Context: an optimization exercise on an open-source flow, tuned for a short achievable clock period and few clock cycles per item. The choices shown serve that exercise and are no tape-out recipe. No activity file was given, so power comes from the tool's default toggle rates.

== job 8047 ==
Design lc4_superscalar, start of the top module:
module lc4_superscalar #(
   parameter lc4_pkg::word_t RESET_PC = 16'h8200
) (
   input  logic              gwe,
   input  logic              i_rst,
   output lc4_pkg::word_t    o_cur_pc,
   input  lc4_pkg::word_t    i_insn_a,
   input  lc4_pkg::word_t    i_insn_b,
   output logic              o_wb_we_a,
   output lc4_pkg::reg_sel_t o_wb_rd_a,
   output lc4_pkg::word_t    o_wb_data_a,
   output lc4_pkg::word_t    o_wb_pc_a,
   output logic              o_wb_we_b,
   output lc4_pkg::reg_sel_t o_wb_rd_b,
   output lc4_pkg::word_t    o_wb_data_b,
   output lc4_pkg::word_t    o_wb_pc_b
);
   lc4_pkg::word_t pc;
   logic           d_valid;
   logic           split;
   always_ff @(posedge gwe) begin
      if (i_rst) begin
         pc      <= RESET_PC;
         d_valid <= 1'b0;
      end else begin
         pc      <= split ? pc + 16'd1 : pc + 16'd2;
         d_valid <= 1'b1;
      end
   end
   assign o_cur_pc = pc;
   logic [1:0][2:0]  f_rs, f_rt, f_rd;
   logic [1:0]       f_rs_re, f_rt_re, f_dwe, f_cnst, f_sub, f_lg, f_or;
   logic [1:0][15:0] f_imm;
   lc4_decoder fdec_a_i (
      .i_insn (i_insn_a), .o_rs (f_rs[0]), .o_rt (f_rt[0]), .o_rd (f_rd[0]),
      .o_rs_re (f_rs_re[0]), .o_rt_re (f_rt_re[0]), .o_rd_we (f_dwe[0]), .o_const (f_cnst[0]),
      .o_sub (f_sub[0]), .o_logic (f_lg[0]), .o_or (f_or[0]), .o_imm (f_imm[0])
   );
   lc4_decoder fdec_b_i (
      .i_insn (i_insn_b), .o_rs (f_rs[1]), .o_rt (f_rt[1]), .o_rd (f_rd[1]),
      .o_rs_re (f_rs_re[1]), .o_rt_re (f_rt_re[1]), .o_rd_we (f_dwe[1]), .o_const (f_cnst[1]),
      .o_sub (f_sub[1]), .o_logic (f_lg[1]), .o_or (f_or[1]), .o_imm (f_imm[1])
   );
  ...
Settings: LEC_CHECK=0, ABC_AREA=1, ABC_CLOCK_PERIOD_IN_PS=1800, CAP_MARGIN=20, CORE_MARGIN=2, CORE_UTILIZATION=40, SETUP_SLACK_MARGIN=3.2, SLEW_MARGIN=20; clock period 5.0 ns.
run.sh (not shown) runs the stock make flow with config.mk's settings and CLKGATE_MAP_FILE= SYNTH_SCRIPT=/design/flow/synth_recipe.tcl, a recipe that flattens the netlist after the stock synthesis.
Job 8047 reached the final stage; the timing, design-rule and antenna checks on its layout passed.
Relative to job 8047, the following input files were edited for job 1142:
--- a/flow/design.v
+++ b/flow/design.v
@@ -106,18 +106,14 @@
 module lc4_regfile_dual (
    input  logic           gwe,
    input  logic           i_rst,
    input  logic [7:0]     i_rs_a,       
    input  logic [7:0]     i_rt_a,
    input  logic [7:0]     i_rs_b,
    input  logic [7:0]     i_rt_b,
-   input  logic [7:0]     i_rsh_a,      
-   input  logic [7:0]     i_rth_a,
-   input  logic [7:0]     i_rsh_b,
-   input  logic [7:0]     i_rth_b,
    output lc4_pkg::word_t o_rs_data_a,
    output lc4_pkg::word_t o_rt_data_a,
    output lc4_pkg::word_t o_rs_data_b,
    output lc4_pkg::word_t o_rt_data_b,
    input  logic [7:0]     i_wmask_a,
    input  lc4_pkg::word_t i_wdata_a,
    input  logic [7:0]     i_wmask_b,
@@ -127,18 +123,18 @@
    function automatic logic [15:0] rd_oh(input logic [7:0] sel);
       rd_oh = '0;
       for (int i = 0; i < lc4_pkg::NUM_REGS; i++) begin
          rd_oh = rd_oh | ({16{sel[i]}} & regs[i]);
       end
    endfunction
    always_comb begin
-      o_rs_data_a = (rd_oh(i_rsh_a) & 16'hff00) | (rd_oh(i_rs_a) & 16'h00ff);
-      o_rt_data_a = (rd_oh(i_rth_a) & 16'hff00) | (rd_oh(i_rt_a) & 16'h00ff);
-      o_rs_data_b = (rd_oh(i_rsh_b) & 16'hff00) | (rd_oh(i_rs_b) & 16'h00ff);
-      o_rt_data_b = (rd_oh(i_rth_b) & 16'hff00) | (rd_oh(i_rt_b) & 16'h00ff);
+      o_rs_data_a = rd_oh(i_rs_a);
+      o_rt_data_a = rd_oh(i_rt_a);
+      o_rs_data_b = rd_oh(i_rs_b);
+      o_rt_data_b = rd_oh(i_rt_b);
    end
    always_ff @(posedge gwe) begin
       for (int i = 0; i < lc4_pkg::NUM_REGS; i++) begin
          if (i_rst)             regs[i] <= '0;
          else if (i_wmask_b[i]) regs[i] <= i_wdata_b;
          else if (i_wmask_a[i]) regs[i] <= i_wdata_a;
       end
@@ -187,15 +183,14 @@
       .o_rs_re (f_rs_re[1]), .o_rt_re (f_rt_re[1]), .o_rd_we (f_dwe[1]), .o_const (f_cnst[1]),
       .o_sub (f_sub[1]), .o_logic (f_lg[1]), .o_or (f_or[1]), .o_imm (f_imm[1])
    );
    logic [1:0][2:0]  rs, rt, rd;
    logic [1:0]       rs_re, rt_re, dwe, cnst, sub, lg, orr;
    logic [1:0][15:0] imm;
    logic [1:0][7:0]  rs_oh, rt_oh;        
-   logic [1:0][7:0]  rs_ohh, rt_ohh;      
    logic             own_rs, own_rt;      
    function automatic logic [7:0] onehot(input logic [2:0] r);
       onehot = 8'b1 << r;
    endfunction
    logic [1:0][2:0]  n_rs, n_rt, n_rd;
    logic [1:0]       n_rs_re, n_rt_re, n_dwe, n_cnst, n_sub, n_lg, n_or;
    logic [1:0][15:0] n_imm;
@@ -216,18 +211,16 @@
    end
    always_ff @(posedge gwe) begin
       rs <= n_rs;  rt <= n_rt;  rd <= n_rd;
       rs_re <= n_rs_re;  rt_re <= n_rt_re;  dwe <= n_dwe;
       cnst <= n_cnst;  sub <= n_sub;  lg <= n_lg;  orr <= n_or;
       imm <= n_imm;
       for (int L = 0; L < 2; L++) begin
-         rs_oh[L]  <= onehot(n_rs[L]);
-         rt_oh[L]  <= onehot(n_rt[L]);
-         rs_ohh[L] <= n_rs_re[L] ? onehot(n_rs[L]) : 8'h00;
-         rt_ohh[L] <= n_rt_re[L] ? onehot(n_rt[L]) : 8'h00;
+         rs_oh[L] <= onehot(n_rs[L]);
+         rt_oh[L] <= onehot(n_rt[L]);
       end
       own_rs <= n_dwe[0] && n_rs_re[1] && (n_rs[1] == n_rd[0]);
       own_rt <= n_dwe[0] && n_rt_re[1] && (n_rt[1] == n_rd[0]);
    end
    logic [1:0][15:0] d_pc;
    assign d_pc = {pc - 16'd1, pc - 16'd2};
    logic [1:0]      x1_we, x2_we, x3_we, x1_late, x2_late, x3_late;
@@ -304,21 +297,18 @@
       pick = ({8{sp[0]}} & s0) | ({8{sn[0]}} & ~s0) | ({8{sp[1]}} & s1) | ({8{sn[1]}} & ~s1) |
              ({8{sp[2]}} & s2) | ({8{sn[2]}} & ~s2) | ({8{sp[3]}} & s3) | ({8{sn[3]}} & ~s3) |
              ({8{s == 4'b0}} & v);
    endfunction
    logic [7:0]       r_wmask_a, r_wmask_b;
    lc4_pkg::word_t   w_data_a, w_data_b;
    lc4_pkg::word_t   rf_rs_a, rf_rt_a, rf_rs_b, rf_rt_b;
-   lc4_pkg::word_t rfh_rs_a, rfh_rt_a, rfh_rs_b, rfh_rt_b;
    lc4_regfile_dual regfile_i (
       .gwe         (gwe),       .i_rst       (i_rst),
       .i_rs_a      (rs_oh[0]),  .i_rt_a      (rt_oh[0]),
       .i_rs_b      (rs_oh[1]),  .i_rt_b      (rt_oh[1]),
-      .i_rsh_a     (rs_ohh[0]), .i_rth_a     (rt_ohh[0]),
-      .i_rsh_b     (rs_ohh[1]), .i_rth_b     (rt_ohh[1]),
       .o_rs_data_a (rf_rs_a),   .o_rt_data_a (rf_rt_a),
       .o_rs_data_b (rf_rs_b),   .o_rt_data_b (rf_rt_b),
       .i_wmask_a   (r_wmask_a), .i_wdata_a   (w_data_a),
       .i_wmask_b   (r_wmask_b), .i_wdata_b   (w_data_b)
    );
    logic [1:0][7:0] elo, ehi, llo, lhi;       
    logic [1:0][7:0] llo_res, lhi_res;         
==> comparison <==
Re via count of the first global-routing pass: job 8047 and job 1142 aren't equal, and the higher value belongs to job 8047.
Diff job 8047 and job 1142: power higher in job 1142
NOTE: synthesis-to-layout area growth in job 1142 falls short of that of job 8047
Compared with job 8047, in job 1142 highest achievable clock rate saw an increase, switching share of total power has increased.
On placeable core region: between job 8047 and job 1142, it ends up lower for job 1142.
Function was not checked in any run of this note: the RTL went through the layout flow alone.

## afterwards: timing with drivers on the ports
Ports are ideal in the flow. The routed layouts listed here were re-timed in OpenROAD. Step 1 (the two cells are an assumption about what drives the block):
set clk [get_ports {gwe}]
set_driving_cell -lib_cell sky130_fd_sc_hd__clkbuf_16 $clk
set_driving_cell -lib_cell sky130_fd_sc_hd__buf_2 [delete_from_list [all_inputs] $clk]
Step 2, shift: input delay + t, output delay - t, t = (earliest + latest rising clock arrival at the registers) / 2. This alone moves slack from input paths to output paths. a / b / c = ideal / step 1 / step 2; a / b = the first two.
run	t, ns	setup slack, ns	slew at the worst register clock pin (ns)
job 8047	0.778	2.442 / 2.442 / 2.040	0.07 / 0.07
job 1142	0.777	2.499 / 2.499 / 1.957	0.07 / 0.07
After both steps every run listed still meets setup and hold. For job 1142, which loses most, drivers alone change the setup slack by 0.000 ns; drivers and shift together by -0.542 ns.
